From an optimization exercise on the open Yosys and OpenROAD flow, aimed at small area; shortcuts taken in it are not production practice.
Function was checked by simulation only, so behaviour that the tests miss may differ from the original.

// knob_calc_top
module knob_calc_top (
        input  logic         clk,
        input  logic         reset,
        input  logic         rot,
        input  logic [3:0]   bits,
        output logic [127:0] line1,
        output logic [127:0] line2
);
        logic        rot_q;
        logic [3:0]  c;
        logic [2:0]  opcode;
        logic [3:0]  lo;
        logic [4:0]  addr;
        logic [15:0] tmp_a;      
        logic [15:0] tmp_b;      
        logic        pend;       
        logic        wr_pend;    
        logic        disp_q;
        logic [2:0]  p;
        logic        clr;
        logic [15:0] l1;
        logic [15:0] l2;
        logic        shown;
        logic [15:0] ring [4][8];
        wire turn = rot & ~rot_q;
        wire op_write  = (opcode == 3'd0);
        wire op_read   = (opcode == 3'd1);
        wire op_pair   = (opcode == 3'd2);
        wire op_sub    = (opcode == 3'd6);
        wire op_shift  = (opcode == 3'd7);
        wire op_addsub = (opcode == 3'd5) || op_sub;
        logic [3:0] c_last;
        always_comb begin
                case (opcode)
                        3'd1:    c_last = 4'd4;
                        3'd2:    c_last = 4'd6;
                        3'd7:    c_last = 4'd7;
                        default: c_last = 4'd8;
                endcase
        end
        wire t_hi   = turn && !op_write && ((c == 4'd2) || (c == 4'd4 && !op_read) || (c == 4'd6 && op_addsub))
                   || turn && op_write && (c == 4'd2);
        wire t_read = t_hi && ((c == 4'd2 && !op_write) || (c == 4'd4 && (op_pair || op_addsub)));
        wire t_data = turn && op_write && (c >= 4'd3) && (c <= 4'd6);
        wire t_shft = turn && op_shift && (c == 4'd5);
        wire t_add  = turn && op_addsub && (c == 4'd7);
        wire t_wr   = (turn && op_write && (c == 4'd6)) || t_shft || t_add;
  ...
For scale: ~1500 cells after synthesis, roughly 600 flip-flops, ~260 I/O pins, roughly 0.019 sq mm of cells after synthesis.
Settings: LEC_CHECK=0, CAP_MARGIN=20, CORE_MARGIN=2, CORE_UTILIZATION=65, PLACE_DENSITY=0.75, SLEW_MARGIN=20; clock period 5.0 ns.
standard.sh (not shown) runs the stock make flow with config.mk's settings and CLKGATE_MAP_FILE= SYNTH_SCRIPT=/design/flow/synth_recipe.tcl, a recipe that flattens the netlist after the stock synthesis.
==> flow/flow/run.sh <==
#!/bin/bash
# Layout flow: the standard flow (standard.sh), with
#  - smaller port buffers and a clock tree without dummy loads (ORFS env knobs),
#  - the constant-0 output ports of eight characters sharing one tie cell
#    (flow/ties.tcl, run on the placed design before clock tree synthesis).
# Each tool's output goes to a log file of its own in the work folder.
set -euo pipefail
W=$(pwd)
export RESULTS=$W/orfs/results/$FLOW_PLATFORM/knob_calc_top/base
export BUFFER_PORTS_ARGS="-buffer_cell sky130_fd_sc_hd__buf_1"
export CTS_ARGS="-sink_clustering_enable -repair_clock_nets -dont_use_dummy_load $(cat $W/flow/cts_args.txt)"
bash standard.sh place > $W/log_standard_place.log 2>&1
openroad -no_init -exit $W/flow/ties.tcl > $W/log_ties.log 2>&1
bash standard.sh > $W/log_standard_finish.log 2>&1
==> flow/flow/cts_args.txt <==
-sink_clustering_size 22 -sink_clustering_max_diameter 50 -buf_list sky130_fd_sc_hd__clkbuf_8
==> flow/flow/ties.tcl <==
# Let the constant-0 output ports of eight neighbouring characters share a single
# tie cell. repair_tie_fanout gives every constant port a tie cell of its own;
# here the ports line<n>[8i+k] of characters 8j to 8j+7 (n = 1, 2) are put on
# the net of one of them and the other tie cells are deleted.
read_db $::env(RESULTS)/3_place.odb
set block [ord::get_db_block]
array set keep {}
set removed 0
foreach inst [$block getInsts] {
  if {[[$inst getMaster] getName] ne "sky130_fd_sc_hd__conb_1"} { continue }
  set net [[$inst findITerm LO] getNet]
  if {$net eq "NULL"} { continue }
  set bterms [$net getBTerms]
  if {[llength $bterms] != 1 || [llength [$net getITerms]] != 1} { continue }
  set bt [lindex $bterms 0]
  if {![regexp {^(line[12])\[(\d+)\]$} [$bt getName] -> ln bit]} { continue }
  set key "$ln/[expr {$bit / 64}]"
  if {![info exists keep($key)]} {
    set keep($key) $net
    continue
  }
  $bt disconnect
  $bt connect $keep($key)
  odb::dbInst_destroy $inst
  odb::dbNet_destroy $net
  incr removed
}
puts "ties.tcl: removed $removed tie cells, [array size keep] kept"
write_db $::env(RESULTS)/3_place.odb
Next try:
==> flow/flow/cts_args.txt (replaced) <==
-sink_clustering_size 22 -sink_clustering_max_diameter 60 -buf_list sky130_fd_sc_hd__clkbuf_8
CORE_UTILIZATION = 40   (was 65)
PLACE_DENSITY = unset   (was 0.75)
Non-clock buffer count falls by 1; cell count goes up by about 13%; routed wire length increases by 5.2%.

[separate check: timing with driven ports]
Ports are ideal in the flow. The routed layouts listed here were re-timed in OpenROAD.
Step 1: set_driving_cell puts a clkbuf_16 on clk and a buf_2 on each other input, an assumption about the parent block.
Step 2 also shifts input and output timing later by t, the mid clock arrival at the registers, as if the neighbouring blocks saw the same clock.
a / b / c = no drivers / after step 1 / after step 2; a / b = the first two.
run | t, ns | setup slack, ns | slew at the worst register clock pin (ns)
the first run | 0.588 | 1.247 / 1.247 / 1.247 | 0.12 / 0.12
the second run | 0.615 | 1.543 / 1.543 / 1.539 | 0.12 / 0.12
After both steps setup and hold are still met in every run listed. The setup slack of the second run, which loses most, moves by 0.000 ns with the drivers and by -0.004 ns with both steps.
